Background: an optimization exercise with open tools, aiming at small area. Do not read the settings as production practice. Only simulation tests tie the RTL to the original design; equivalence was not proved. Power figures rest on the tool's default switching activity, not on a simulated workload.

<file path="flow/constraint.sdc">
create_clock -name core_clock -period 7.0 [get_ports {clk}]
set_input_delay 1.4000 -clock core_clock [delete_from_list [all_inputs] [get_ports {clk}]]
set_output_delay 1.4000 -clock core_clock [all_outputs]
set_load 0.01 [all_outputs]
</file>
<file path="flow/design.v">
package cpu_pkg;
   localparam int REG_W = 32;
   localparam int REG_N = 32;
   localparam logic [4:0] REG_ZERO = 5'd0;
   localparam logic [4:0] REG_GP = 5'd28;
   localparam logic [4:0] REG_SP = 5'd29;
   localparam logic [4:0] REG_RA = 5'd31;
   localparam logic [1:0] WB_ALU = 2'b00;
   localparam logic [1:0] WB_MEM = 2'b01;
   localparam logic [1:0] WB_PC4 = 2'b10;
endpackage
import cpu_pkg::*;
module gpr_file
#(
   parameter logic [REG_W-1:0] SP_INIT = 32'h0000_2FFC,
   parameter logic [REG_W-1:0] GP_INIT = 32'h0000_1800,
   parameter logic [4:0] LINK_REG = REG_RA
) (
   input  logic             clk,
   input  logic             rst_n,
   input  logic [4:0]       rd_addr_a,
   input  logic [4:0]       rd_addr_b,
   output logic [REG_W-1:0] rd_data_a,
   output logic [REG_W-1:0] rd_data_b,
   input  logic             wr_en,
   input  logic             wr_link,
   input  logic [4:0]       wr_addr,
   input  logic [REG_W-1:0] wr_data,
   output logic             wr_ack,
   output logic [REG_N-1:0] dirty_mask
);
   logic [REG_W-1:0] regs [REG_N];
   logic [4:0] dest;
   logic we;
   logic [4:0] ra [2];
   logic [REG_W-1:0] rv [2];
   assign dest = wr_link ? LINK_REG : wr_addr;
   assign we = wr_en && (dest != REG_ZERO);
   always_ff @(posedge clk or negedge rst_n)
      if (!rst_n) begin
         for (int i = 0; i < REG_N; i++) regs[i] <= '0;
         regs[REG_GP] <= GP_INIT;
         regs[REG_SP] <= SP_INIT;
         dirty_mask <= '0;
         wr_ack <= 1'b0;
      end else if (we) begin
         regs[dest] <= wr_data;
         dirty_mask[dest] <= 1'b1;
         wr_ack <= 1'b1;
      end else
         wr_ack <= 1'b0;
   assign ra[0] = rd_addr_a;
   assign ra[1] = rd_addr_b;
   for (genvar p = 0; p < 2; p++) begin : g_rd
      assign rv[p] = regs[ra[p]];
   end
   assign rd_data_a = rv[0];
   assign rd_data_b = rv[1];
endmodule
</file>
<file path="flow/config.mk">
export PLATFORM = sky130hd
export DESIGN_NAME = gpr_file
export DESIGN_NICKNAME = gpr_file
export VERILOG_FILES = /design/flow/design.v
export SDC_FILE = /design/flow/constraint.sdc
export NUM_CORES = 4
export LEC_CHECK = 0
export CAP_MARGIN = 20
export CORE_MARGIN = 2
export CORE_UTILIZATION = 35
export SETUP_SLACK_MARGIN = 0.5
export SLEW_MARGIN = 20
</file>
<file path="flow/run.sh">
#!/bin/bash
# synth_recipe.tcl (not shown) runs the flow's synth.tcl, then flattens the netlist and writes it again
# the make line also repeats each setting of config.mk as NAME=value (left out here)
make -C /OpenROAD-flow-scripts/flow DESIGN_CONFIG=/design/flow/config.mk WORK_HOME=/design/flow/orfs CLKGATE_MAP_FILE= SYNTH_SCRIPT=/design/flow/synth_recipe.tcl finish
</file>
==> parameters.txt, run 1 <==
Parameter                              Value

Run status
  Outcome ... finished clean

Yosys
  Portion of synthesized cell area occupied by the leading cell type ... 50.1%
  Seq cells post-synth ... ~1,100
  Largest cells by area after synthesis ... sky130_fd_sc_hd__dfrtp_1 50%, sky130_fd_sc_hd__mux2_2 22%, sky130_fd_sc_hd__a22oi_1 12%
  Largest area contributor in the synthesized netlist ... sky130_fd_sc_hd__dfrtp_1
  Cell count after synthesis ... 4,460
  Yosys Warn Count ... 4
  Post-synthesis cell type count ... 66
  Post-synthesis instance area ... about 0.052 mm2
  Dominant register cell in the synthesized netlist ... sky130_fd_sc_hd__dfrtp_1
  Count of flip-flops with a built-in enable after synthesis ... 0
  Share of async-settable or async-resettable flops after synthesis ... between 90% and 100%
  Share of the yosys chip area belonging to registers ... 50.8%
  Average cell area after synthesis ... ~12 um2

Placement
  Total placed cells including tap cells ... ~6,400
  Final HPWL DP ... about 170 mm
  Worst setup slack after placement ... about 0.35 ns
  # port buffers ... 147
  Post-DP Area ... approximately 0.057 mm2
  Gp weighted congestion ... 1.02

Detailed routing
  Total via count after detailed routing ... ~47,000
  Routed length on met3 ... between 40 and 50 mm
  Total routed wire length on the met1 layer ... slightly below 100 mm
  DRT Pass-1 Iters ... 16
  DRC violation count after routing ... 0
  Vias per std cell ... about 7.1
  Average routed wire per standard cell ... 40.6 um
  Uppermost layer routed ... met5
  Total wire length ... approximately 270 mm
  1st-iter DRT viols ... 9,177
  Wire length on met2 ... 107 mm
  Final ANT Viol Nets ... 0

Min path
  Worst Hold Class ... register to register

Cells and area
  Fraction of layout cells with a size suffix above 1 ... 35.1%
  Layout net count ... approximately 4,600
  Area occupied by multi-input gates ... roughly 0.024 mm2
  Footprint of the flip-flops and latches ... 0.0265 mm2
  Post-route standard cell area excluding fillers ... 0.0616 mm2
  Area Overhead vs Synth ... 18.1%
  Fillcell total ... about 14,000
  Final std cells w/o fill ... ~6,600
  Commonest non-fill, non-tap cell in the layout ... sky130_fd_sc_hd__dfrtp_1
  Commonest cells after routing, fill and taps aside ... 1,044 x sky130_fd_sc_hd__dfrtp_1, 999 x sky130_fd_sc_hd__mux2_2, 850 x sky130_fd_sc_hd__a22oi_1

STA
  Maximum clock frequency ... between 150 and 200 MHz
  Worst-margin pin slew ... 1.25 ns
  Max_slew headroom ... ~17%
  Setup repair after global routing missed its margin ... no
  Final count of negative-setup-slack endpoints ... 0
  Minimum period implied by the final worst setup slack ... around 6.6 ns
  Worst-case clock skew ... 0 ns
  Post-route setup TNS ... 0 ns
  Smallest setup slack after layout ... roughly 0.4 ns
  Tcrit/Tclk final ... between 90% and 100%
  Final count of pins violating max slew ... 0
  Hold violation total from the final report ... 0

GRT
  Via count of the first global-routing pass ... approximately 45,000
  Antenna violations before repair ... 19
  Global-route total usage across every layer ... about a third
  Sum of overflow across all layers after global routing ... 0
  Largest net degree at the start of global routing ... 162
  First-pass GRT wire length ... about 370 mm

Floorplan
  Initial core utilization ... between 30% and 40%
  Number of primary I/O pins ... about 150
  # rows ... between 100 and 150
  Core region area ... 0.148 mm2
  Die Span Y ... 390 um
  Die area ... between 0.15 and 0.2 mm2
  Die extent in x ... roughly 390 um

Pwr
  Power density relative to cell area ... approximately 270 mW/mm2
  Worst voltage drop across the vdd grid ... approximately 0.20 mV
  Overall Power ... 16.5 mW
  Leakage power summed over all cells ... approximately 28 nW

Worst setup path
  Cell at the slowest stage of the critical path ... sky130_fd_sc_hd__clkdlybuf4s50_1
  Critical path data arrival time ... between 5 and 6 ns
  Crit-path max FO ... 11
  Crit. End Element ... output pin
  Number of buffers and inverters on the critical path ... 3
  Worst path max stage delay ... ~0.8 ns
  Crit path top cell by count ... sky130_fd_sc_hd__clkdlybuf4s50_1
  Critical path type ... primary input to output pin
  Critical-path cell list ... clkdlybuf4s50_1 -> or3b_4 -> nor2_4 -> buf_4 -> a22oi_1 -> nand2_1 -> nor3_1 -> a21oi_1 -> clkdlybuf4s50_1
  Endpoint required time on the critical path ... 5.60 ns
  Kind of cell with the highest combined delay on the critical path ... buffers and inverters
  Critical path startpoint category ... primary input

Clock network
  H-tree depth ... 3
  CTS Buffer Depth ... 3
  CTS tree ... yes
  Number of CTS-inserted buffers ... between 100 and 150
  Clock transition at the registers of the reported paths ... ~0.06 ns
  Number of clock sinks ... about 1,100
  Worst-Skew Late Latency ... roughly 0.75 ns
  Clock Tree Root ... sky130_fd_sc_hd__clkbuf_16
  Hold-fix buffer count after cts ... 0

Job
  Max-cap viol count ... 0
==> kinds of logic after synthesis <==
family	synth area share, %
simple gates	7.40
flops	50.8
mux	21.8
compound gates	15.8
fa+ha+maj	0.144
xor+xnor	0.0504
buf+inv	3.99
==> registers in the layout, summed over array words and instances (netlist names) <==
signal	flops
regs	1024
dirty_mask	32
wr_ack	1
==> worst paths after layout <==
| check | slack (ns) | startpoint | cells after the start | to |
|---|---|---|---|---|
| min in group asynchronous | 0.70 | rst_n | 1 | regs[5][20] |
| min | 0.40 | regs[0][27] | 0 | regs[0][27] |
| min reg2reg | 0.40 | regs[0][27] | 0 | regs[0][27] |
| max in group asynchronous | 4.72 | rst_n | 3 | regs[23][3] |
| max | 0.41 | rd_addr_b[1] | 9 | rd_data_b[8] |
| max reg2reg | 6.12 | regs[31][11] | 1 | regs[31][11] |
==> repair_timing <==
action,4_1_cts,5_1_grt
pin swaps,8,4
setup buffers,26,11
resized for setup,2,5
setup endpoints to repair,14,26
==> synth_stat cells (5+ instances only) <==
master	n
sky130_fd_sc_hd__or3_1	7
sky130_fd_sc_hd__dfrtp_1	1044
sky130_fd_sc_hd__nand3_1	53
sky130_fd_sc_hd__nand3b_1	12
sky130_fd_sc_hd__mux2i_1	13
sky130_fd_sc_hd__mux2_2	999
sky130_fd_sc_hd__dfstp_2	13
sky130_fd_sc_hd__a221o_1	6
sky130_fd_sc_hd__nand4_1	100
sky130_fd_sc_hd__and4_1	7
sky130_fd_sc_hd__a2bb2oi_1	5
sky130_fd_sc_hd__a22oi_1	850
sky130_fd_sc_hd__nor4_1	42
sky130_fd_sc_hd__a221oi_1	15
sky130_fd_sc_hd__o21ai_0	19
sky130_fd_sc_hd__a22o_1	22
sky130_fd_sc_hd__o32a_1	7
sky130_fd_sc_hd__a31oi_1	10
sky130_fd_sc_hd__a222oi_1	16
sky130_fd_sc_hd__and2_1	6
sky130_fd_sc_hd__nor2_2	14
sky130_fd_sc_hd__buf_1	41
sky130_fd_sc_hd__buf_2	189
sky130_fd_sc_hd__a21oi_1	83
sky130_fd_sc_hd__nand2b_1	11
sky130_fd_sc_hd__nor2b_1	15
sky130_fd_sc_hd__clkbuf_1	204
sky130_fd_sc_hd__a32oi_1	15
sky130_fd_sc_hd__buf_4	19
sky130_fd_sc_hd__o21bai_1	31
sky130_fd_sc_hd__nand2_1	276
sky130_fd_sc_hd__and3_1	14
sky130_fd_sc_hd__inv_1	9
sky130_fd_sc_hd__nor2_1	168
sky130_fd_sc_hd__ha_1	6
sky130_fd_sc_hd__nor3_1	57
==> power breakdown <==
| part | total, mW | switching, mW | internal [mW] |
|---|---|---|---|
| combinational | 2.17 | 1.10 | 1.07 |
| clock | 6.35 | 2.69 | 3.66 |
| sequential | 7.95 | 0.942 | 7.01 |
| total | 16.5 | 4.73 | 11.7 |
==> metal layers <==
layer | global-route usage (%) | vias up
met3 | 14.3 | 1508
met1 | 43.0 | 23400
met5 | 0 | -
met4 | 24.8 | 24
li1 | - | 17300
met2 | 47.5 | 4609
==> through the flow <==
step	utilization (%)	hold slack [ns]
floorplan	-	0.451
global placement	38.7	0.390
detailed placement	38.8	0.390
CTS	41.6	0.405
global route	41.6	0.416
finish	41.7	0.403
==> area by class of cell <==
class,count,share of cell area (%)
timing repair buffer,466,7.50
sequential,1057,43.0
tap,1930,3.92
clock inverter,41,0.813
clock buffer,171,5.49
inverter,9,0.0549
multi-input combinational,2938,39.2
antenna,9,0.0366
==> run 2: changes to the inputs <==
--- a/flow/design.v
+++ b/flow/design.v
@@ -10,6 +10,56 @@
    localparam logic [1:0] WB_PC4 = 2'b10;
 endpackage
 import cpu_pkg::*;
+module gpr_aoi222 (
+   input  logic a0, b0, a1, b1, a2, b2,
+   output logic y
+);
+   assign y = ~((a0 & b0) | (a1 & b1) | (a2 & b2));
+endmodule
+module gpr_hold (
+   input  logic s, sn, d, q,
+   output logic y
+);
+   assign y = (s & d) | (sn & q);
+endmodule
+module gpr_aoi21 (
+   input  logic a, b, c,
+   output logic y
+);
+   assign y = ~((a & b) | c);
+endmodule
+module gpr_nand2 (
+   input  logic a, b,
+   output logic y
+);
+   assign y = ~(a & b);
+endmodule
+module gpr_nand11 (
+   input  logic [10:0] n,
+   output logic y
+);
+   assign y = ~&n;
+endmodule
+module gpr_rd_bit #(
+   parameter bit HAS_C = 1'b0
+) (
+   input  logic [30:0] sel,
+   input  logic [30:0] d,
+   input  logic        c,
+   output logic        y
+);
+   logic [10:0] n;
+   for (genvar g = 0; g < 10; g++) begin : g_aoi
+      gpr_aoi222 u (.a0(sel[3*g]), .b0(d[3*g]), .a1(sel[3*g+1]), .b1(d[3*g+1]),
+                    .a2(sel[3*g+2]), .b2(d[3*g+2]), .y(n[g]));
+   end
+   if (HAS_C) begin : g_c
+      gpr_aoi21 u (.a(sel[30]), .b(d[30]), .c(c), .y(n[10]));
+   end else begin : g_nc
+      gpr_nand2 u (.a(sel[30]), .b(d[30]), .y(n[10]));
+   end
+   gpr_nand11 u_or (.n(n), .y(y));
+endmodule
 module gpr_file
 #(
    parameter logic [REG_W-1:0] SP_INIT = 32'h0000_2FFC,
@@ -29,30 +79,57 @@
    output logic             wr_ack,
    output logic [REG_N-1:0] dirty_mask
 );
-   logic [REG_W-1:0] regs [REG_N];
+   logic [REG_W-1:0] regs [1:REG_N-1];
    logic [4:0] dest;
    logic we;
+   assign dest = wr_link ? LINK_REG : wr_addr;
+   assign we = wr_en && (dest != REG_ZERO);
+   for (genvar r = 1; r < REG_N; r++) begin : g_reg
+      logic wr, wr_n;
+      logic [REG_W-1:0] nxt;
+      assign wr = we && dest == 5'(r);
+      assign wr_n = !wr;
+      for (genvar b = 0; b < REG_W; b++) begin : g_bit
+         gpr_hold u_hold (.s(wr), .sn(wr_n), .d(wr_data[b]), .q(regs[r][b]), .y(nxt[b]));
+      end
+      always_ff @(posedge clk) regs[r] <= nxt;
+   end
+   logic [REG_N-1:1] dirty;
+   always_ff @(posedge clk or negedge rst_n)
+      if (!rst_n) begin
+         dirty <= '0;
+         wr_ack <= 1'b0;
+      end else begin
+         if (we) dirty[dest] <= 1'b1;
+         wr_ack <= we;
+      end
+   assign dirty_mask = {dirty, 1'b0};
    logic [4:0] ra [2];
    logic [REG_W-1:0] rv [2];
-   assign dest = wr_link ? LINK_REG : wr_addr;
-   assign we = wr_en && (dest != REG_ZERO);
-   always_ff @(posedge clk or negedge rst_n)
-      if (!rst_n) begin
-         for (int i = 0; i < REG_N; i++) regs[i] <= '0;
-         regs[REG_GP] <= GP_INIT;
-         regs[REG_SP] <= SP_INIT;
-         dirty_mask <= '0;
-         wr_ack <= 1'b0;
-      end else if (we) begin
-         regs[dest] <= wr_data;
-         dirty_mask[dest] <= 1'b1;
-         wr_ack <= 1'b1;
-      end else
-         wr_ack <= 1'b0;
    assign ra[0] = rd_addr_a;
    assign ra[1] = rd_addr_b;
    for (genvar p = 0; p < 2; p++) begin : g_rd
-      assign rv[p] = regs[ra[p]];
+      logic [30:0] sel;
+      logic gp_c, sp_c;
+      assign sel = dirty & 31'((32'b1 << ra[p]) >> 1);
+      assign gp_c = ra[p] == REG_GP && !dirty[REG_GP];
+      assign sp_c = ra[p] == REG_SP && !dirty[REG_SP];
+      for (genvar b = 0; b < REG_W; b++) begin : g_bit
+         logic [30:0] d;
+         for (genvar r = 1; r < REG_N; r++) begin : g_d
+            assign d[r-1] = regs[r][b];
+         end
+         localparam bit HAS_C = GP_INIT[b] | SP_INIT[b];
+         logic c;
+         if (GP_INIT[b] && SP_INIT[b]) begin : g_c2
+            assign c = gp_c | sp_c;
+         end else if (GP_INIT[b]) begin : g_cg
+            assign c = gp_c;
+         end else begin : g_cs
+            assign c = sp_c;
+         end
+         gpr_rd_bit #(.HAS_C(HAS_C)) u_bit (.sel(sel), .d(d), .c(c), .y(rv[p][b]));
+      end
    end
    assign rd_data_a = rv[0];
    assign rd_data_b = rv[1];
--- a/flow/config.mk
+++ b/flow/config.mk
@@ -7,6 +7,7 @@
 export LEC_CHECK = 0
 export CAP_MARGIN = 20
 export CORE_MARGIN = 2
-export CORE_UTILIZATION = 35
+export CORE_UTILIZATION = 50
 export SETUP_SLACK_MARGIN = 0.5
 export SLEW_MARGIN = 20
+export SYNTH_HIERARCHICAL = 1
==> parameters.txt, run 2 <==
Parameter                              Value

Clock network
  H-tree depth ... 3 (unchanged)
  Clock Tree Root ... sky130_fd_sc_hd__clkbuf_16
  Number of clock sinks ... 1,024 (-3.1%)
  Worst-Skew Late Latency ... 0.69 ns (-0.06 ns)
  Number of CTS-inserted buffers ... 105 (-7.9%)
  CTS tree ... yes
  CTS Buffer Depth ... 3 (unchanged)
  Clock transition at the registers of the reported paths ... 0.06 ns (about the same)

STA
  Final count of pins violating max slew ... 0 (unchanged)
  Setup repair after global routing missed its margin ... no
  Max_slew headroom ... 13.4% (-3.4 points)
  Tcrit/Tclk final ... 94.1% (-0.15 points)
  Minimum period implied by the final worst setup slack ... 6.58 ns (-0.0107 ns)
  Worst-margin pin slew ... 1.30 ns (+0.0512 ns)
  Worst-case clock skew ... 0 ns (unchanged)
  Hold violation total from the final report ... 0 (unchanged)
  Maximum clock frequency ... 152 MHz (+0.16%)
  Final count of negative-setup-slack endpoints ... 0 (unchanged)
  Post-route setup TNS ... 0 ns (unchanged)

GRT
  Largest net degree at the start of global routing ... 34 (-79%)
  Sum of overflow across all layers after global routing ... 0 (unchanged)
  Global-route total usage across every layer ... 47.7% (+13 points)
  First-pass GRT wire length ... 287 mm (-22%)
  Antenna violations before repair ... 10 (-9)
  Via count of the first global-routing pass ... 40,800 (-8.9%)

Detailed routing
  DRT Pass-1 Iters ... 15 (-1)
  Final ANT Viol Nets ... 0 (unchanged)
  DRC violation count after routing ... 0 (unchanged)
  Total via count after detailed routing ... 41,800 (-11%)
  Total wire length ... 204 mm (-24%)
  Vias per std cell ... 8.54 (+21%)
  Average routed wire per standard cell ... 41.8 um (+3.0%)
  1st-iter DRT viols ... 11,300 (+23%)

Worst setup path
  Critical path startpoint category ... primary input
  R2r worst-path depth ... 2 (+1)
  Critical path type ... primary input to output pin
  Endpoint required time on the critical path ... 5.60 ns (about the same)
  Worst-case register-to-register setup slack ... 6.10 ns (-0.02 ns)
  Crit. End Element ... output pin
  Critical path data arrival time ... 5.18 ns (about the same)
  Crit-path max FO ... 11 (unchanged)

Yosys
  Yosys Warn Count ... 12 (+8)
  Cell count after synthesis ... 3,313 (-26%)
  Average cell area after synthesis ... 12.0 um2 (+2.3%)
  Share of the yosys chip area belonging to registers ... 52.1% (+1.4 points)
  Seq cells post-synth ... 1,024 (-3.1%)
  Share of async-settable or async-resettable flops after synthesis ... 3.13% (-97 points)
  Dominant register cell in the synthesized netlist ... sky130_fd_sc_hd__dfxtp_1
  Portion of synthesized cell area occupied by the leading cell type ... 50.1% (about the same)
  Synth cell count leaders ... 992 x sky130_fd_sc_hd__a22o_1, 992 x sky130_fd_sc_hd__dfxtp_1, 640 x sky130_fd_sc_hd__a222oi_1, 129 x sky130_fd_sc_hd__nand4_1, 86 x sky130_fd_sc_hd__nand2_1
  Count of flip-flops with a built-in enable after synthesis ... 0 (unchanged)
  Post-synthesis cell type count ... 52 (-21%)
  Largest area contributor in the synthesized netlist ... sky130_fd_sc_hd__dfxtp_1
  Largest cells by area after synthesis ... sky130_fd_sc_hd__dfxtp_1 50%, sky130_fd_sc_hd__a22o_1 22%, sky130_fd_sc_hd__a222oi_1 16%
  Post-synthesis instance area ... 0.0396 mm2 (-24%)

Cells and area
  Commonest cells after routing, fill and taps aside ... 992 x sky130_fd_sc_hd__a22o_1, 992 x sky130_fd_sc_hd__dfxtp_1, 640 x sky130_fd_sc_hd__a222oi_1
  Fillcell total ... 6,401 (-54%)
  Flip-flop count of the largest register after layout ... 992 (-3.1%)
  Registers with the most flip-flops ... regs (992), dirty (31), wr_ack (1)
  Layout net count ... 3,809 (-18%)
  Area Overhead vs Synth ... 21.0%
  Fraction of layout cells with a size suffix above 1 ... 12.7% (-22 points)
  Post-route standard cell area excluding fillers ... 0.0480 mm2 (-22%)
  Register with the most flip-flops ... regs

Placement
  Gp weighted congestion ... 0.974 (-5.0%)
  Post-DP Area ... 0.0443 mm2 (-23%)
  # port buffers ... 146 (-0.68%)
  Final HPWL DP ... 121 mm (-28%)

Pwr
  Leakage power summed over all cells ... 19.1 nW (-31%)
  Overall Power ... 14.6 mW (-12%)
  Worst voltage drop across the vdd grid ... 0.222 mV (+11%)
  Power density relative to cell area ... 304 mW/mm2 (+14%)

Floorplan
  Die area ... 0.0816 mm2 (-46%)
  Die extent in x ... 286 um (-27%)
  Initial core utilization ... 50.3% (+15 points)
  Die Span Y ... 286 um (-27%)
  Number of primary I/O pins ... 148 (unchanged)
  # rows ... 103 (-27%)
  Core region area ... 0.0787 mm2 (-47%)

Min path
  Cell count of the worst hold path ... 1 (+1)
  Worst Hold Class ... register to register

Job
  Max-cap viol count ... 0 (unchanged)

Run status
  Outcome ... finished clean
==> run 2: cell types whose count changed after synthesis, sizes merged, moves of 197 or more <==
cell,previous run,this run
a222oi,16,640
a22o,22,992
a22oi,850,0
buf,252,10
clkbuf,204,7
dfrtp,1044,32
dfxtp,0,992
mux2,1000,2
==> run 2: cell families after synthesis <==
family,after synthesis,synth area share (%)
AND/OR/NAND/NOR,517,7.24
multiplexers,4,0.107
flip-flops,1024,52.1
XOR/XNOR,1,0.0221
AO/OA/AOI/OAI,1696,39.6
adder cells (fa/ha/maj),9,0.284
buffers and inverters,61,0.660
other,1,0.00946
==> run 2: final timing paths <==
path | startpoint | endpoint
setup / recovery | rd_addr_b[0] | rd_data_b[3]
hold reg to reg | regs[2][2] | regs[2][2]
min in group asynchronous | rst_n | dirty[8]
setup reg to reg | dirty[6] | dirty[6]
max in group asynchronous | rst_n | dirty[6]
hold / removal | regs[2][2] | regs[2][2]
==> run 2: area by class of cell <==
class	instances	area, um2	share of cell area (%)
Clock buffer	150	3090	6.44
Multi-Input combinational cell	2228	18900	39.5
Tap cell	1050	1310	2.74
Antenna cell	6	15.0	0.0313
Clock inverter	43	515	1.07
Timing Repair Buffer	346	3260	6.80
Inverter	44	165	0.344
Sequential cell	1024	20700	43.1
==> run 2: per-module statistics from Yosys, one instance, submodules excluded, excerpt <==
module / flip-flops and latches / cells
gpr_nand2: 0 / 1
gpr_hold: 0 / 1
gpr_aoi222: 0 / 1
gpr_nand11: 0 / 4
gpr_file: 1024 / 1361
gpr_aoi21: 0 / 1
==> run 2: metrics by stage <==
| step | std cells | hold WS, ns | setup WS (ns) | util (%) |
|---|---|---|---|---|
| floorplan | 3313 | 0.460 | 1.71 | - |
| global placement | 4687 | 0.472 | 0.528 | 56.1 |
| detailed placement | 4690 | 0.478 | 0.514 | 56.2 |
| CTS | 4883 | 0.497 | 0.519 | 60.8 |
| global route | 4885 | 0.512 | 0.523 | 60.9 |
| finish | 4891 | 0.499 | 0.416 | 60.9 |
==> run 2: routing by layer <==
metal | vias up | track usage, % | wire length, um
li1 | 16100 | - | -
met4 | 12 | 36.6 | 19200
met1 | 20200 | 58.7 | 70100
met5 | - | 0.814 | 121
met2 | 4312 | 67.0 | 81700
met3 | 1168 | 18.4 | 33300
==> run 2: critical path, cell delays in order <==
cell and delay, ns:
sky130_fd_sc_hd__clkdlybuf4s50_1 0.66, sky130_fd_sc_hd__nor2b_1 0.72, sky130_fd_sc_hd__nand2_1 0.26, sky130_fd_sc_hd__nor2_4 0.48, sky130_fd_sc_hd__buf_4 0.30, sky130_fd_sc_hd__a222oi_1 0.11
sky130_fd_sc_hd__nand4_1 0.52, sky130_fd_sc_hd__or3_1 0.19, sky130_fd_sc_hd__clkdlybuf4s50_1 0.54
==> run 2: timing repair <==
item	in CTS	in global routing
setup buffers	0	0
endpoints found under the setup margin	1	22
hold buffers	0	0
resized for setup	0	7
pin swaps	1	4
==> run 2: where the power goes <==
group | switching, mW | internal [mW] | total (mW)
combinational | 0.708 | 0.728 | 1.44
clock | 2.48 | 3.40 | 5.88
sequential | 0.659 | 6.59 | 7.25
==> run 3: changes to the inputs <==
--- a/flow/design.v
+++ b/flow/design.v
@@ -21,6 +21,35 @@
    output logic y
 );
    assign y = (s & d) | (sn & q);
+endmodule
+module gpr_and3 (
+   input  logic a, b, c,
+   output logic y
+);
+   assign y = a & b & c;
+endmodule
+module gpr_inv (
+   input  logic a,
+   output logic y
+);
+   assign y = ~a;
+endmodule
+module gpr_dec2 (
+   input  logic [1:0] a,
+   input  logic       en,
+   output logic [3:0] y
+);
+   for (genvar i = 0; i < 4; i++) begin : g
+      assign y[i] = en && a == 2'(i);
+   end
+endmodule
+module gpr_dec3 (
+   input  logic [2:0] a,
+   output logic [7:0] y
+);
+   for (genvar i = 0; i < 8; i++) begin : g
+      assign y[i] = a == 3'(i);
+   end
 endmodule
 module gpr_aoi21 (
    input  logic a, b, c,
@@ -82,25 +111,30 @@
    logic [REG_W-1:0] regs [1:REG_N-1];
    logic [4:0] dest;
    logic we;
+   logic [3:0] wlo;
+   logic [7:0] whi;
    assign dest = wr_link ? LINK_REG : wr_addr;
    assign we = wr_en && (dest != REG_ZERO);
+   gpr_dec2 u_wlo (.a(dest[1:0]), .en(wr_en), .y(wlo));
+   gpr_dec3 u_whi (.a(dest[4:2]), .y(whi));
+   logic [REG_N-1:1] dirty;
+   logic [REG_N-1:1] wr;
    for (genvar r = 1; r < REG_N; r++) begin : g_reg
-      logic wr, wr_n;
+      logic wr_n;
       logic [REG_W-1:0] nxt;
-      assign wr = we && dest == 5'(r);
-      assign wr_n = !wr;
+      gpr_nand2 u_wrn (.a(wlo[r%4]), .b(whi[r/4]), .y(wr_n));
+      gpr_inv u_wr (.a(wr_n), .y(wr[r]));
       for (genvar b = 0; b < REG_W; b++) begin : g_bit
-         gpr_hold u_hold (.s(wr), .sn(wr_n), .d(wr_data[b]), .q(regs[r][b]), .y(nxt[b]));
+         gpr_hold u_hold (.s(wr[r]), .sn(wr_n), .d(wr_data[b]), .q(regs[r][b]), .y(nxt[b]));
       end
       always_ff @(posedge clk) regs[r] <= nxt;
    end
-   logic [REG_N-1:1] dirty;
    always_ff @(posedge clk or negedge rst_n)
       if (!rst_n) begin
          dirty <= '0;
          wr_ack <= 1'b0;
       end else begin
-         if (we) dirty[dest] <= 1'b1;
+         dirty <= dirty | wr;
          wr_ack <= we;
       end
    assign dirty_mask = {dirty, 1'b0};
@@ -109,11 +143,17 @@
    assign ra[0] = rd_addr_a;
    assign ra[1] = rd_addr_b;
    for (genvar p = 0; p < 2; p++) begin : g_rd
+      logic [3:0] lo;
+      logic [7:0] hi;
       logic [30:0] sel;
       logic gp_c, sp_c;
-      assign sel = dirty & 31'((32'b1 << ra[p]) >> 1);
-      assign gp_c = ra[p] == REG_GP && !dirty[REG_GP];
-      assign sp_c = ra[p] == REG_SP && !dirty[REG_SP];
+      gpr_dec2 u_lo (.a(ra[p][1:0]), .en(1'b1), .y(lo));
+      gpr_dec3 u_hi (.a(ra[p][4:2]), .y(hi));
+      for (genvar r = 1; r < REG_N; r++) begin : g_sel
+         gpr_and3 u (.a(lo[r%4]), .b(hi[r/4]), .c(dirty[r]), .y(sel[r-1]));
+      end
+      assign gp_c = lo[REG_GP%4] && hi[REG_GP/4] && !dirty[REG_GP];
+      assign sp_c = lo[REG_SP%4] && hi[REG_SP/4] && !dirty[REG_SP];
       for (genvar b = 0; b < REG_W; b++) begin : g_bit
          logic [30:0] d;
          for (genvar r = 1; r < REG_N; r++) begin : g_d
==> flow/flow/run.sh (new file) <==
#!/bin/bash
# Standard ORFS layout (the standard.sh, standard synthesis unchanged) with two changes:
# ports are buffered with the smallest buffer cell, and clock tree synthesis uses fewer,
# larger sink clusters of clkbuf_8 and adds no dummy loads. Make's output goes to
# standard.log; each ORFS step logs under orfs/logs/.
set -euo pipefail
bash standard.sh \
  BUFFER_PORTS_ARGS="-inputs -outputs -buffer_cell sky130_fd_sc_hd__buf_1" \
  CTS_ARGS="-sink_clustering_enable -repair_clock_nets -dont_use_dummy_load -sink_clustering_size 16 -sink_clustering_max_diameter 80 -buf_list sky130_fd_sc_hd__clkbuf_8 -tree_buf sky130_fd_sc_hd__clkbuf_8 -root_buf sky130_fd_sc_hd__clkbuf_8" \
  finish > standard.log 2>&1
==> flow/standard.sh (new file) <==
#!/bin/bash
# synth_recipe.tcl (not shown) runs the flow's synth.tcl, then flattens the netlist and writes it again
# the make line also repeats each setting of config.mk as NAME=value (left out here)
make -C /OpenROAD-flow-scripts/flow DESIGN_CONFIG=/design/flow/config.mk WORK_HOME=/design/flow/orfs CLKGATE_MAP_FILE= SYNTH_SCRIPT=/design/flow/synth_recipe.tcl "${@:-finish}"
--- a/flow/config.mk
+++ b/flow/config.mk
@@ -7,7 +7,8 @@
 export LEC_CHECK = 0
 export CAP_MARGIN = 20
 export CORE_MARGIN = 2
-export CORE_UTILIZATION = 50
+export CORE_UTILIZATION = 60
+export GPL_TIMING_DRIVEN = 0
 export SETUP_SLACK_MARGIN = 0.5
 export SLEW_MARGIN = 20
 export SYNTH_HIERARCHICAL = 1
removed: flow/run.sh
==> parameters.txt, run 3 <==
Parameter                              Value

Pwr
  Worst voltage drop across the vdd grid ... 0.204 mV (-8.3%)
  Logic gate share of total power ... 11.1% (+1.2 points)
  Leakage power summed over all cells ... 17.7 nW (-7.5%)
  Int Power ... 8.36 mW (-22%)
  Power share of the clock group ... 24.4% (-16 points)
  Sequential fraction of design power ... 64.5% (+15 points)
  Fraction of power spent switching nets ... 28.0% (+1.6 points)
  P_sw ... 3.25 mW (-16%)
  Power density relative to cell area ... 261 mW/mm2 (-14%)

Yosys
  Post-synthesis instance area ... 0.0389 mm2 (-2.0%)
  Portion of synthesized cell area occupied by the leading cell type ... 51.1% (+1.0 points)
  Post-synthesis compound-gate area fraction ... 39.4% (-0.13 points)
  Share of synthesized cell area in and, or, nand and nor gates ... 7.07% (-0.17 points)
  Share of the yosys chip area belonging to registers ... 53.2% (+1.0 points)
  Seq cells post-synth ... 1,024 (unchanged)
  Dominant register cell in the synthesized netlist ... sky130_fd_sc_hd__dfxtp_1
  Average cell area after synthesis ... 12.2 um2 (+2.0%)
  Share of synthesized cell area in full adder, half adder and majority cells ... 0% (-0.28 points)
  Share of synthesized area spent on multiplexers ... 0% (-0.11 points)
  Largest family of logic cells by synthesized area ... compound AO/OA/AOI/OAI gates
  Count of flip-flops with a built-in enable after synthesis ... 0 (unchanged)
  Largest area contributor in the synthesized netlist ... sky130_fd_sc_hd__dfxtp_1
  Post-synthesis cell type count ... 25 (-52%)
  Largest cells by area after synthesis ... sky130_fd_sc_hd__dfxtp_1 51%, sky130_fd_sc_hd__a22o_1 22%, sky130_fd_sc_hd__a222oi_1 16%
  Cell count after synthesis ... 3,185 (-3.9%)
  Synth cell count leaders ... 992 x sky130_fd_sc_hd__a22o_1, 992 x sky130_fd_sc_hd__dfxtp_1, 640 x sky130_fd_sc_hd__a222oi_1, 128 x sky130_fd_sc_hd__nand4_1, 73 x sky130_fd_sc_hd__nand2_1
  XOR/XNOR share of the synthesized area ... 0% (-0.022 points)
  Share of async-settable or async-resettable flops after synthesis ... 3.13% (unchanged)
  Yosys Warn Count ... 12 (unchanged)

Worst setup path
  Critical path startpoint category ... primary input
  Reg2Reg Launch Point ... dirty[28]
  Crit-path max FO ... 20 (+9)
  Reg-to-reg critical path endpoint ... dirty[28]
  Worst setup path start ... rd_addr_a[1]
  Critical path data arrival time ... 4.45 ns (-0.73 ns)
  Worst-case register-to-register setup slack ... 6.01 ns (-0.09 ns)
  Endpoint required time on the critical path ... 5.60 ns (about the same)
  Crit. End Element ... output pin
  Destination of the critical timing path ... rd_data_a[3]
  R2r worst-path depth ... 1 (-1)
  Critical path type ... primary input to output pin

GRT
  Sum of overflow across all layers after global routing ... 0 (unchanged)
  First-pass GRT wire length ... 266 mm (-7.3%)
  Antenna violations before repair ... 18 (+8)
  Via count of the first global-routing pass ... 39,600 (-2.9%)
  Largest net degree at the start of global routing ... 34 (unchanged)
  Global-route total usage across every layer ... 53.6% (+5.9 points)

Clock network
  H-tree depth ... 3 (unchanged)
  CTS tree ... yes
  Clock transition at the registers of the reported paths ... 0.11 ns (+0.05 ns)
  Clock Tree Root ... sky130_fd_sc_hd__clkbuf_8
  Hold-fix buffer count after cts ... 0 (unchanged)
  Quantity of gates resized following cts ... 0 (unchanged)
  CTS Buffer Depth ... 3 (unchanged)
  Number of CTS-inserted buffers ... 74 (-30%)
  Setup Fix Bufs, Post-CTS ... 0 (unchanged)
  Worst-Skew Late Latency ... 0.70 ns (about the same)
  Number of clock sinks ... 1,024 (unchanged)

Detailed routing
  Total via count after detailed routing ... 40,700 (-2.7%)
  DRC violation count after routing ... 0 (unchanged)
  Final ANT Viol Nets ... 0 (unchanged)
  DRT Pass-1 Iters ... 14 (-1)
  1st-iter DRT viols ... 10,800 (-4.6%)
  Vias per std cell ... 9.24 (+8.1%)
  Average routed wire per standard cell ... 42.6 um (+1.9%)
  Total wire length ... 187 mm (-8.3%)

Cells and area
  Flip-flop count of the largest register after layout ... 992 (unchanged)
  Post-route standard cell area excluding fillers ... 0.0445 mm2 (-7.2%)
  Layout net count ... 3,587 (-5.8%)
  Registers with the most flip-flops ... regs (992), dirty (31), wr_ack (1)
  Fraction of layout cells with a size suffix above 1 ... 11.3% (-1.4 points)
  Register with the most flip-flops ... regs
  Commonest cells after routing, fill and taps aside ... 992 x sky130_fd_sc_hd__a22o_1, 992 x sky130_fd_sc_hd__dfxtp_1, 640 x sky130_fd_sc_hd__a222oi_1
  Area Overhead vs Synth ... 14.5%

Placement
  Final HPWL DP ... 115 mm (-4.7%)
  Post-DP Area ... 0.0435 mm2 (-1.9%)
  # port buffers ... 146 (unchanged)
  Worst setup slack after placement ... 1.45 ns (+0.939 ns)
  Gp weighted congestion ... 0.981 (+0.74%)

STA
  Minimum period implied by the final worst setup slack ... 5.85 ns (-0.731 ns)
  Final count of negative-setup-slack endpoints ... 0 (unchanged)
  Post-route setup TNS ... 0 ns (unchanged)
  Smallest setup slack after layout ... 1.15 ns (+0.731 ns)
  Hold violation total from the final report ... 0 (unchanged)
  Final count of pins violating max slew ... 0 (unchanged)
  Tcrit/Tclk final ... 83.6% (-10 points)
  Worst-margin pin slew ... 1.07 ns (-0.228 ns)
  Setup repair after global routing missed its margin ... no
  Worst-case clock skew ... 0 ns (unchanged)
  Maximum clock frequency ... 171 MHz (+12%)
  Max_slew headroom ... 28.6% (+15 points)

Floorplan
  Core region area ... 0.0642 mm2 (-18%)
  Number of primary I/O pins ... 148 (unchanged)
  Die Span Y ... 259 um (-9.5%)
  Initial core utilization ... 60.5% (+10 points)
  # rows ... 93 (-9.7%)
  Die extent in x ... 259 um (-9.5%)
  Die area ... 0.0668 mm2 (-18%)

Run status
  Outcome ... finished clean

Min path
  Worst Hold Class ... primary input to asynchronous set/reset pin

Job
  Max-cap viol count ... 0 (unchanged)
run 3: how the worst min path moves through the flow:
stage / start / endpoint / slack, ns / cells after the start
after global placement: regs[4][2] / regs[4][2] / 0.47 / 1
after global routing: rst_n / dirty[8] / 0.46 / 1
after floorplan: regs[10][0] / regs[10][0] / 0.46 / 1
after CTS: rst_n / dirty[8] / 0.46 / 1
final: rst_n / dirty[8] / 0.48 / 1
after detailed placement: regs[13][15] / regs[13][15] / 0.47 / 1
run 3: worst max-delay path: stages:
cell and delay (ns):
sky130_fd_sc_hd__buf_1 0.20, sky130_fd_sc_hd__and3b_1 0.36, sky130_fd_sc_hd__and3_2 0.43, sky130_fd_sc_hd__buf_16 0.24, sky130_fd_sc_hd__a222oi_1 0.37, sky130_fd_sc_hd__nand4_1 0.63, sky130_fd_sc_hd__or3_1 0.62, sky130_fd_sc_hd__buf_1 0.16
run 3: Yosys stat by module (local to each module, per instance), a selection:
module      area [um2]  times used
gpr_file         21000           1
gpr_hold          8.76         992
gpr_aoi21         8.76          24
gpr_dec3          65.1           3
gpr_inv           3.75          31
gpr_dec2          37.5           3
gpr_nand2         3.75          71
gpr_aoi222        10.0         640
gpr_nand11        23.8          64
gpr_and3          6.26          62
run 3: power groups by stage:
stage	clock network, mW	registers (mW)	logic [mW]
2_1_floorplan	0	7.37	0.805
3_3_place_gp	0	7.46	1.13
3_5_place_dp	0	7.56	1.23
4_1_cts	2.79	7.43	1.23
5_1_grt	3.00	7.57	1.34
6_report	2.84	7.49	1.29
run 3: logic make-up (layout without fill, tap and decap cells):
kind of cell	count (synthesis)	in the layout
simple gates	468	468
compound gates	1659	1659
buf+inv	32	374
other cells	2	22
flops	1024	1024
run 3: cell type report:
class / instances / area (um2)
well taps: 855 / 1070
inverters: 31 / 116
flip-flops and latches: 1024 / 20700
clock buffers: 74 / 1020
repair buffers: 268 / 3320
fillers: 4722 / 19700
plain buffers: 1 / 7.51
diodes: 13 / 32.5
multi-input cells: 2136 / 18300
run 3: per-stage QoR:
stage	std cells	hold slack (ns)	utilization, %	power (mW)
2_1_floorplan	3192	0.460	-	8.17
3_3_place_gp	4193	0.472	63.1	8.59
3_5_place_dp	4315	0.475	67.6	8.78
4_1_cts	4389	0.460	69.2	11.5
5_1_grt	4396	0.461	69.3	11.9
6_report	4402	0.477	69.3	11.6
run 3: layer usage:
metal | up-vias | part of all wire, % | global-route usage [%]
li1 | 15400 | - | -
met1 | 19400 | 32 | 64.8
met3 | 1276 | 18 | 23.4
met2 | 4647 | 40 | 74.7
met4 | 10 | 9.6 | 41.4
met5 | - | 0.077 | 1.28
==> run 4: changes to the inputs <==
--- a/flow/config.mk
+++ b/flow/config.mk
@@ -7,8 +7,7 @@
 export LEC_CHECK = 0
 export CAP_MARGIN = 20
 export CORE_MARGIN = 2
-export CORE_UTILIZATION = 60
-export GPL_TIMING_DRIVEN = 0
+export CORE_UTILIZATION = 50
 export SETUP_SLACK_MARGIN = 0.5
 export SLEW_MARGIN = 20
 export SYNTH_HIERARCHICAL = 1
==> parameters.txt, run 4 <==
Parameter                              Value

Run status
  Outcome ... finished clean

Yosys
  Yosys Warn Count ... 12 (unchanged)
  Dominant register cell in the synthesized netlist ... sky130_fd_sc_hd__dfxtp_1
  Average cell area after synthesis ... 12.2 um2 (unchanged)
  Share of synthesized cell area in and, or, nand and nor gates ... 7.07% (unchanged)
  Largest area contributor in the synthesized netlist ... sky130_fd_sc_hd__dfxtp_1
  Share of synthesized area spent on multiplexers ... 0% (unchanged)
  Share of synthesized cell area in full adder, half adder and majority cells ... 0% (unchanged)
  Share of async-settable or async-resettable flops after synthesis ... 3.13% (unchanged)
  Seq cells post-synth ... 1,024 (unchanged)
  Post-synthesis instance area ... 0.0389 mm2 (unchanged)
  XOR/XNOR share of the synthesized area ... 0% (unchanged)
  Cell count after synthesis ... 3,185 (unchanged)
  Largest family of logic cells by synthesized area ... compound AO/OA/AOI/OAI gates
  Post-synthesis cell type count ... 25 (unchanged)
  Synth cell count leaders ... 992 x sky130_fd_sc_hd__a22o_1, 992 x sky130_fd_sc_hd__dfxtp_1, 640 x sky130_fd_sc_hd__a222oi_1, 128 x sky130_fd_sc_hd__nand4_1, 73 x sky130_fd_sc_hd__nand2_1
  Portion of synthesized cell area occupied by the leading cell type ... 51.1% (unchanged)
  Post-synthesis compound-gate area fraction ... 39.4% (unchanged)
  Count of flip-flops with a built-in enable after synthesis ... 0 (unchanged)
  Largest cells by area after synthesis ... sky130_fd_sc_hd__dfxtp_1 51%, sky130_fd_sc_hd__a22o_1 22%, sky130_fd_sc_hd__a222oi_1 16%
  Share of the yosys chip area belonging to registers ... 53.2% (unchanged)

Placement
  Total placed cells including tap cells ... 4,499 (+4.3%)
  Post-DP Area ... 0.0417 mm2 (-4.0%)
  Final HPWL DP ... 110 mm (-4.2%)
  Gp weighted congestion ... 1.00 (+2.3%)
  # port buffers ... 146 (unchanged)

Detailed routing
  Total via count after detailed routing ... 39,900 (-1.9%)
  Vias per std cell ... 8.71 (-5.8%)
  Total wire length ... 196 mm (+4.7%)
  1st-iter DRT viols ... 9,590 (-11%)
  DRC violation count after routing ... 0 (unchanged)
  DRT Pass-1 Iters ... 17 (+3)
  Final ANT Viol Nets ... 0 (unchanged)
  Average routed wire per standard cell ... 42.8 um (+0.60%)

Pwr
  Fraction of power spent switching nets ... 28.5% (+0.58 points)
  Power density relative to cell area ... 273 mW/mm2 (+4.5%)
  Worst voltage drop across the vdd grid ... 0.197 mV (-3.4%)
  Overall Power ... 11.7 mW (+0.48%)
  Logic gate share of total power ... 10.8% (-0.3 points)
  P_sw ... 3.33 mW (+2.5%)
  Int Power ... 8.34 mW (-0.32%)
  Power share of the clock group ... 24.8% (+0.4 points)
  Sequential fraction of design power ... 64.4% (about the same)
  Leakage power summed over all cells ... 17.0 nW (-4.1%)

Cells and area
  Flip-flop count of the largest register after layout ... 992 (unchanged)
  Layout net count ... 3,585 (-0.056%)
  Post-route standard cell area excluding fillers ... 0.0428 mm2 (-3.9%)
  Fraction of layout cells with a size suffix above 1 ... 8.30% (-3.0 points)
  Commonest cells after routing, fill and taps aside ... 992 x sky130_fd_sc_hd__a22o_1, 992 x sky130_fd_sc_hd__dfxtp_1, 640 x sky130_fd_sc_hd__a222oi_1
  Registers with the most flip-flops ... regs (992), dirty (31), wr_ack (1)
  Register with the most flip-flops ... regs
  Area Overhead vs Synth ... 10.1%
  Final std cells w/o fill ... 4,583 (+4.1%)

Job
  Max-cap viol count ... 0 (unchanged)

Worst setup path
  Crit-path max FO ... 12 (-40%)
  Crit. End Element ... output pin
  Critical path data arrival time ... 4.44 ns (about the same)
  Critical path type ... primary input to output pin
  Endpoint required time on the critical path ... 5.60 ns (about the same)
  Critical path startpoint category ... primary input

GRT
  Antenna violations before repair ... 17 (-1)
  First-pass GRT wire length ... 273 mm (+2.6%)
  Global-route total usage across every layer ... 47.2% (-6.5 points)
  Largest net degree at the start of global routing ... 34 (unchanged)
  Sum of overflow across all layers after global routing ... 0 (unchanged)
  Via count of the first global-routing pass ... 37,800 (-4.5%)

Clock network
  Number of clock sinks ... 1,024 (unchanged)
  Clock Tree Root ... sky130_fd_sc_hd__clkbuf_8
  Clock transition at the registers of the reported paths ... 0.10 ns (about the same)
  Worst-Skew Late Latency ... 0.73 ns (+0.03 ns)
  CTS Buffer Depth ... 3 (unchanged)
  Hold-fix buffer count after cts ... 0 (unchanged)
  H-tree depth ... 3 (unchanged)
  Quantity of gates resized following cts ... 0 (unchanged)
  Setup Fix Bufs, Post-CTS ... 0 (unchanged)
  CTS tree ... yes
  Number of CTS-inserted buffers ... 73 (-1.4%)

STA
  Setup repair after global routing missed its margin ... no
  Max_slew headroom ... 10.4% (-18 points)
  Worst-case clock skew ... 0 ns (unchanged)
  Worst-margin pin slew ... 1.34 ns (+0.272 ns)
  Tcrit/Tclk final ... 83.4% (-0.17 points)
  Final count of negative-setup-slack endpoints ... 0 (unchanged)
  Maximum clock frequency ... 171 MHz (+0.20%)
  Minimum period implied by the final worst setup slack ... 5.84 ns (-0.0118 ns)
  Final count of pins violating max slew ... 0 (unchanged)
  Hold violation total from the final report ... 0 (unchanged)
  Post-route setup TNS ... 0 ns (unchanged)

Floorplan
  Die area ... 0.0800 mm2 (+20%)
  Initial core utilization ... 50.3% (-10 points)
  Die Span Y ... 283 um (+9.4%)
  Core region area ... 0.0772 mm2 (+20%)
  Number of primary I/O pins ... 148 (unchanged)
  Die extent in x ... 283 um (+9.4%)
  # rows ... 102 (+9.7%)

Min path
  Worst Hold Class ... register to register
[run 4: power groups by stage]
stage	clock [mW]	sequential (mW)	combinational (mW)
after floorplan	0	7.37	0.805
after global placement	0	7.52	1.16
after detailed placement	0	7.58	1.21
after CTS	2.88	7.46	1.22
after global routing	3.09	7.59	1.33
final	2.90	7.51	1.26
[run 4: routing by layer]
layer	up-vias	GRT usage, %	routed length, um
met2	4120	64.8	78300
met4	14	34.1	16700
met1	19400	58.6	68500
met5	-	0	80
li1	15400	-	-
met3	1005	20.3	32800
[run 4: worst paths after layout]
kind / end / cells past startpoint / slack [ns] / from
max: rd_data_b[7] / 8 / 1.16 / rd_addr_b[2]
min: regs[29][25] / 1 / 0.51 / regs[29][25]
max reg2reg: dirty[28] / 1 / 6.04 / dirty[28]
min reg2reg: regs[29][25] / 1 / 0.51 / regs[29][25]
max in group asynchronous: dirty[16] / 1 / 5.52 / rst_n
min in group asynchronous: dirty[24] / 1 / 0.83 / rst_n
[run 4: cells by family (layout without fill, tap and decap cells)]
logic type | Yosys count | in the layout
buffers and inverters | 32 | 372
other | 2 | 20
AOI/OAI and AO/OA | 1659 | 1659
DFF | 1024 | 1024
and+or+nand+nor | 468 | 468
[run 4: final cells by class]
type / count / area, um2
clock buffers: 73 / 1000
multi-input cells: 2136 / 18200
flip-flops and latches: 1024 / 20700
fillers: 6670 / 34400
well taps: 1040 / 1300
repair buffers: 268 / 1470
inverters: 31 / 116
diodes: 11 / 27.5
[run 4: metrics by stage]
stage / hold slack [ns] / setup slack (ns) / utilization (%)
final: 0.506 / 1.16 / 55.4
after global placement: 0.472 / 1.34 / 54.0
after floorplan: 0.460 / 2.64 / -
after CTS: 0.505 / 1.37 / 55.3
after global routing: 0.518 / 1.15 / 55.4
after detailed placement: 0.475 / 1.38 / 54.0
[run 4: per-module statistics from Yosys (local to each module, per instance), excerpt]
module / area, um2 / flops+latches
gpr_aoi21: 8.76 / 0
gpr_file: 21000 / 1024
gpr_and3: 6.26 / 0
gpr_nand11: 23.8 / 0
gpr_aoi222: 10.0 / 0
gpr_hold: 8.76 / 0
gpr_dec3: 65.1 / 0
gpr_nand2: 3.75 / 0
gpr_dec2: 37.5 / 0
gpr_inv: 3.75 / 0
[run 4: critical path, cell delays in order]
cell and delay, ns:
sky130_fd_sc_hd__buf_1 0.21, sky130_fd_sc_hd__nor3b_1 0.46, sky130_fd_sc_hd__and3_1 1.00, sky130_fd_sc_hd__buf_4 0.39, sky130_fd_sc_hd__a222oi_1 0.14, sky130_fd_sc_hd__nand4_1 0.43, sky130_fd_sc_hd__or3_1 0.21, sky130_fd_sc_hd__buf_1 0.18
==> run 5: changes to the inputs <==
--- a/flow/design.v
+++ b/flow/design.v
@@ -34,13 +34,21 @@
 );
    assign y = ~a;
 endmodule
-module gpr_dec2 (
+module gpr_dec2e (
    input  logic [1:0] a,
    input  logic       en,
    output logic [3:0] y
 );
    for (genvar i = 0; i < 4; i++) begin : g
       assign y[i] = en && a == 2'(i);
+   end
+endmodule
+module gpr_dec2 (
+   input  logic [1:0] a,
+   output logic [3:0] y
+);
+   for (genvar i = 0; i < 4; i++) begin : g
+      assign y[i] = a == 2'(i);
    end
 endmodule
 module gpr_dec3 (
@@ -50,12 +58,6 @@
    for (genvar i = 0; i < 8; i++) begin : g
       assign y[i] = a == 3'(i);
    end
-endmodule
-module gpr_aoi21 (
-   input  logic a, b, c,
-   output logic y
-);
-   assign y = ~((a & b) | c);
 endmodule
 module gpr_nand2 (
    input  logic a, b,
@@ -68,6 +70,13 @@
    output logic y
 );
    assign y = ~&n;
+endmodule
+module gpr_nand11c (
+   input  logic [10:0] n,
+   input  logic        c,
+   output logic y
+);
+   assign y = ~&n | c;
 endmodule
 module gpr_rd_bit #(
    parameter bit HAS_C = 1'b0
@@ -82,12 +91,12 @@
       gpr_aoi222 u (.a0(sel[3*g]), .b0(d[3*g]), .a1(sel[3*g+1]), .b1(d[3*g+1]),
                     .a2(sel[3*g+2]), .b2(d[3*g+2]), .y(n[g]));
    end
+   gpr_nand2 u_n10 (.a(sel[30]), .b(d[30]), .y(n[10]));
    if (HAS_C) begin : g_c
-      gpr_aoi21 u (.a(sel[30]), .b(d[30]), .c(c), .y(n[10]));
+      gpr_nand11c u_or (.n(n), .c(c), .y(y));
    end else begin : g_nc
-      gpr_nand2 u (.a(sel[30]), .b(d[30]), .y(n[10]));
+      gpr_nand11 u_or (.n(n), .y(y));
    end
-   gpr_nand11 u_or (.n(n), .y(y));
 endmodule
 module gpr_file
 #(
@@ -115,17 +124,21 @@
    logic [7:0] whi;
    assign dest = wr_link ? LINK_REG : wr_addr;
    assign we = wr_en && (dest != REG_ZERO);
-   gpr_dec2 u_wlo (.a(dest[1:0]), .en(wr_en), .y(wlo));
+   gpr_dec2e u_wlo (.a(dest[1:0]), .en(wr_en), .y(wlo));
    gpr_dec3 u_whi (.a(dest[4:2]), .y(whi));
    logic [REG_N-1:1] dirty;
    logic [REG_N-1:1] wr;
    for (genvar r = 1; r < REG_N; r++) begin : g_reg
-      logic wr_n;
+      logic [1:0] wh, wh_n;
       logic [REG_W-1:0] nxt;
-      gpr_nand2 u_wrn (.a(wlo[r%4]), .b(whi[r/4]), .y(wr_n));
-      gpr_inv u_wr (.a(wr_n), .y(wr[r]));
+      for (genvar h = 0; h < 2; h++) begin : g_half
+         gpr_nand2 u_wrn (.a(wlo[r%4]), .b(whi[r/4]), .y(wh_n[h]));
+         gpr_inv u_wr (.a(wh_n[h]), .y(wh[h]));
+      end
+      assign wr[r] = wh[0];
       for (genvar b = 0; b < REG_W; b++) begin : g_bit
-         gpr_hold u_hold (.s(wr[r]), .sn(wr_n), .d(wr_data[b]), .q(regs[r][b]), .y(nxt[b]));
+         gpr_hold u_hold (.s(wh[b/16]), .sn(wh_n[b/16]), .d(wr_data[b]), .q(regs[r][b]),
+                          .y(nxt[b]));
       end
       always_ff @(posedge clk) regs[r] <= nxt;
    end
@@ -145,12 +158,14 @@
    for (genvar p = 0; p < 2; p++) begin : g_rd
       logic [3:0] lo;
       logic [7:0] hi;
-      logic [30:0] sel;
+      logic [30:0] sel [2];
       logic gp_c, sp_c;
-      gpr_dec2 u_lo (.a(ra[p][1:0]), .en(1'b1), .y(lo));
+      gpr_dec2 u_lo (.a(ra[p][1:0]), .y(lo));
       gpr_dec3 u_hi (.a(ra[p][4:2]), .y(hi));
-      for (genvar r = 1; r < REG_N; r++) begin : g_sel
-         gpr_and3 u (.a(lo[r%4]), .b(hi[r/4]), .c(dirty[r]), .y(sel[r-1]));
+      for (genvar h = 0; h < 2; h++) begin : g_half
+         for (genvar r = 1; r < REG_N; r++) begin : g_sel
+            gpr_and3 u (.a(lo[r%4]), .b(hi[r/4]), .c(dirty[r]), .y(sel[h][r-1]));
+         end
       end
       assign gp_c = lo[REG_GP%4] && hi[REG_GP/4] && !dirty[REG_GP];
       assign sp_c = lo[REG_SP%4] && hi[REG_SP/4] && !dirty[REG_SP];
@@ -168,7 +183,7 @@
          end else begin : g_cs
             assign c = sp_c;
          end
-         gpr_rd_bit #(.HAS_C(HAS_C)) u_bit (.sel(sel), .d(d), .c(c), .y(rv[p][b]));
+         gpr_rd_bit #(.HAS_C(HAS_C)) u_bit (.sel(sel[b/16]), .d(d), .c(c), .y(rv[p][b]));
       end
    end
    assign rd_data_a = rv[0];
--- a/flow/config.mk
+++ b/flow/config.mk
@@ -7,7 +7,7 @@
 export LEC_CHECK = 0
 export CAP_MARGIN = 20
 export CORE_MARGIN = 2
-export CORE_UTILIZATION = 50
+export CORE_UTILIZATION = 52
 export SETUP_SLACK_MARGIN = 0.5
 export SLEW_MARGIN = 20
 export SYNTH_HIERARCHICAL = 1
==> parameters.txt, run 5 <==
Parameter                              Value

STA
  Setup repair after global routing missed its margin ... no
  Final count of pins violating max slew ... 0 (unchanged)
  Maximum clock frequency ... 169 MHz (-1.1%)
  Worst hold slack after final layout ... 0.506 ns (-0.000239 ns)
  Final count of negative-setup-slack endpoints ... 0 (unchanged)
  Max_slew headroom ... 20.7% (+10 points)
  Post-route setup TNS ... 0 ns (unchanged)
  Worst-case clock skew ... 0 ns (unchanged)
  Worst-margin pin slew ... 1.19 ns (-0.153 ns)
  Tcrit/Tclk final ... 84.4% (+0.92 points)
  Hold violation total from the final report ... 0 (unchanged)
  Minimum period implied by the final worst setup slack ... 5.91 ns (+0.0641 ns)

GRT
  Sum of overflow across all layers after global routing ... 0 (unchanged)
  Largest net degree at the start of global routing ... 33 (-2.9%)
  Via count of the first global-routing pass ... 35,500 (-6.1%)
  Antenna violations before repair ... 11 (-6)
  First-pass GRT wire length ... 258 mm (-5.8%)
  Global-route total usage across every layer ... 44.3% (-2.9 points)

Yosys
  Yosys Warn Count ... 14 (+2)
  Post-synthesis instance area ... 0.0394 mm2 (+1.5%)
  Cell count after synthesis ... 3,308 (+3.9%)
  Share of the yosys chip area belonging to registers ... 52.4% (-0.76 points)
  Share of async-settable or async-resettable flops after synthesis ... 3.13% (unchanged)
  Average cell area after synthesis ... 11.9 um2 (-2.3%)
  Portion of synthesized cell area occupied by the leading cell type ... 50.4% (-0.73 points)
  Dominant register cell in the synthesized netlist ... sky130_fd_sc_hd__dfxtp_1
  Synth cell count leaders ... 992 x sky130_fd_sc_hd__a22o_1, 992 x sky130_fd_sc_hd__dfxtp_1, 640 x sky130_fd_sc_hd__a222oi_1, 128 x sky130_fd_sc_hd__nand2_1, 128 x sky130_fd_sc_hd__nand4_1
  Post-synthesis cell type count ... 28 (+12%)
  Largest area contributor in the synthesized netlist ... sky130_fd_sc_hd__dfxtp_1
  Count of flip-flops with a built-in enable after synthesis ... 0 (unchanged)
  Largest cells by area after synthesis ... sky130_fd_sc_hd__dfxtp_1 50%, sky130_fd_sc_hd__a22o_1 22%, sky130_fd_sc_hd__a222oi_1 16%
  Seq cells post-synth ... 1,024 (unchanged)

Worst setup path
  Crit-path max FO ... 16 (+4)
  Worst path max stage delay ... 1.06 ns (+0.06 ns)
  Critical-path cell list ... buf_1 -> and2b_2 -> and3_1 -> a222oi_1 -> nand4_1 -> or3_1 -> buf_1
  Crit path top cell by count ... sky130_fd_sc_hd__buf_1
  Cell at the slowest stage of the critical path ... sky130_fd_sc_hd__a222oi_1
  Critical path type ... primary input to output pin
  Critical path data arrival time ... 4.51 ns (+0.07 ns)
  Crit. End Element ... output pin
  Endpoint required time on the critical path ... 5.60 ns (about the same)
  Critical path startpoint category ... primary input

Detailed routing
  DRC violation count after routing ... 0 (unchanged)
  Total wire length ... 182 mm (-7.1%)
  Final ANT Viol Nets ... 0 (unchanged)
  Total via count after detailed routing ... 39,600 (-0.73%)
  1st-iter DRT viols ... 10,800 (+12%)
  DRT Pass-1 Iters ... 14 (-3)
  Vias per std cell ... 8.75 (+0.47%)
  Average routed wire per standard cell ... 40.3 um (-6.0%)

Clock network
  Clock transition at the registers of the reported paths ... 0.11 ns (about the same)
  Clock Tree Root ... sky130_fd_sc_hd__clkbuf_8
  Number of clock sinks ... 1,024 (unchanged)
  Quantity of gates resized following cts ... 0 (unchanged)
  H-tree depth ... 3 (unchanged)
  Hold-fix buffer count after cts ... 0 (unchanged)
  CTS Buffer Depth ... 3 (unchanged)
  Worst-Skew Late Latency ... 0.73 ns (about the same)
  Number of CTS-inserted buffers ... 73 (unchanged)
  Setup Fix Bufs, Post-CTS ... 0 (unchanged)
  CTS tree ... yes

Floorplan
  Die area ... 0.0780 mm2 (-2.4%)
  Die extent in x ... 279 um (-1.2%)
  Number of primary I/O pins ... 148 (unchanged)
  Die Span Y ... 279 um (-1.2%)
  Core region area ... 0.0747 mm2 (-3.3%)
  Initial core utilization ... 52.8% (+2.5 points)
  # rows ... 100 (-2.0%)

Run status
  Outcome ... finished clean

Cells and area
  Layout net count ... 3,603 (+0.50%)
  Registers with the most flip-flops ... regs (992), dirty (31), wr_ack (1)
  Fraction of layout cells with a size suffix above 1 ... 4.51% (-3.8 points)
  Flip-flop count of the largest register after layout ... 992 (unchanged)
  Register with the most flip-flops ... regs
  Area Overhead vs Synth ... 7.69%
  Post-layout util ... 56.9% (+1.4 points)
  Commonest cells after routing, fill and taps aside ... 992 x sky130_fd_sc_hd__a22o_1, 992 x sky130_fd_sc_hd__dfxtp_1, 640 x sky130_fd_sc_hd__a222oi_1

Placement
  Gp weighted congestion ... 1.06 (+5.7%)
  Final HPWL DP ... 119 mm (+8.1%)
  # port buffers ... 146 (unchanged)

Pwr
  Power density relative to cell area ... 279 mW/mm2 (+2.3%)
  Overall Power ... 11.8 mW (+1.5%)
  Worst voltage drop across the vdd grid ... 0.197 mV (-0.14%)
  Leakage power summed over all cells ... 17.3 nW (+1.6%)

Min path
  Worst Hold Class ... register to register

Job
  Max-cap viol count ... 0 (unchanged)
==> run 5: changes by cell type after synthesis, sizes merged <==
cell,before,now
a21oi,24,0
and2,0,2
and2b,0,2
and3,68,128
and3b,17,13
conb,2,1
inv,31,62
nand2,73,128
nand3,64,40
nand4b,0,24
nor2,2,4
nor2b,0,2
nor3b,12,10
==> run 5: per-stage QoR <==
| stage | cell area [um2] | instances | setup WS, ns |
|---|---|---|---|
| 2_1_floorplan | 39400 | 3308 | 2.76 |
| 3_3_place_gp | 41400 | 4445 | 1.30 |
| 3_5_place_dp | 41400 | 4445 | 1.36 |
| 4_1_cts | 42400 | 4518 | 1.34 |
| 6_report | 42500 | 4528 | 1.09 |
| 5_1_grt | 42400 | 4520 | 1.19 |
==> run 5: layout make-up <==
cell class / instances / area [um2]
Sequential cell: 1024 / 20700
Tap cell: 969 / 1210
Timing Repair Buffer: 170 / 769
Inverter: 62 / 233
Fill cell: 6364 / 32200
Clock buffer: 73 / 1000
Multi-Input combinational cell: 2221 / 18600
Antenna cell: 9 / 22.5
==> run 5: Yosys stat by module (local to each module, per instance), excerpt <==
module | cells | cell area (um2) | times used
gpr_inv | 1 | 3.75 | 62
gpr_nand11c | 4 | 27.5 | 24
gpr_and3 | 1 | 6.26 | 124
gpr_aoi222 | 1 | 10.0 | 640
gpr_file | 1072 | 21000 | 1
gpr_hold | 1 | 8.76 | 992
gpr_dec2e | 4 | 37.5 | 1
gpr_dec2 | 4 | 26.3 | 2
gpr_dec3 | 8 | 65.1 | 3
gpr_nand2 | 1 | 3.75 | 126
gpr_nand11 | 4 | 23.8 | 40
==> run 5: path summary, 6_finish.rpt <==
| path | from | endpoint | slack (ns) | cells past startpoint |
|---|---|---|---|---|
| setup / recovery | rd_addr_a[0] | rd_data_a[28] | 1.09 | 7 |
| hold reg to reg | regs[11][2] | regs[11][2] | 0.51 | 1 |
| setup reg to reg | dirty[28] | dirty[28] | 5.88 | 1 |
| min in group asynchronous | rst_n | dirty[2] | 0.77 | 2 |
| hold / removal | regs[11][2] | regs[11][2] | 0.51 | 1 |
| max in group asynchronous | rst_n | wr_ack | 5.73 | 2 |
==> run 5: kinds of logic after synthesis <==
kind of cell / Yosys count / share of synthesized area, %
buffers and inverters: 63 / 0.609
other: 1 / 0.00951
AO/OA/AOI/OAI: 1635 / 38.3
AND/OR/NAND/NOR: 585 / 8.65
flip-flops: 1024 / 52.4
==> run 5: critical path: cells and delay by family <==
family / cells / cell delay, ns
AO/OA/AOI/OAI: 1 / 1.06
buffers and inverters: 2 / 0.30
AND/OR/NAND/NOR: 4 / 1.73
==> run 5: metal layers <==
| layer | vias up | part of all wire, % | track usage (%) |
|---|---|---|---|
| li1 | 15600 | - | - |
| met1 | 19300 | 36 | 59.4 |
| met2 | 3977 | 41 | 64.1 |
| met3 | 756 | 15 | 12.6 |
| met4 | 10 | 7.3 | 24.4 |
| met5 | - | 0.055 | 0.438 |
==> run 5: power breakdown <==
| group | switching, mW | total, mW | internal, mW |
|---|---|---|---|
| clock network | 1.92 | 2.86 | 0.942 |
| logic | 0.745 | 1.45 | 0.700 |
| registers | 0.814 | 7.54 | 6.73 |

## port drivers added, routing unchanged
The results above use ideal ports. As a check the final layouts listed here were re-extracted and re-timed, cells and wires unchanged.
Step 1 sets driving cells, clkbuf_16 on the clock port and buf_2 on the other inputs (assumed; they add their load-dependent delay and slew).
Step 2 adds t to the input delays and takes it off the output delays; t is the mean of the earliest and latest rising clock arrival at the registers after step 1. Input paths then give back, and output paths get back, about the clock's delay inside the block.
Slacks: ideal / step 1 / step 2; pairs: ideal / step 1.
| run | t (ns) | setup WS [ns] | latest minus earliest clock arrival (ns) |
|---|---|---|---|
| run 1 | 0.850 | 0.405 / 0.311 / 0.311 | 0.058 / 0.058 |
| run 2 | 0.767 | 0.416 / 0.377 / 0.377 | 0.032 / 0.032 |
| run 3 | 0.778 | 1.147 / 0.993 / 0.993 | 0.052 / 0.052 |
| run 4 | 0.810 | 1.159 / 1.049 / 1.049 | 0.058 / 0.058 |
| run 5 | 0.784 | 1.095 / 1.036 / 1.036 | 0.060 / 0.060 |
After both steps setup and hold are still met in every run listed. The setup slack of run 3, which loses most, moves by -0.154 ns with the drivers and by -0.154 ns with both steps.
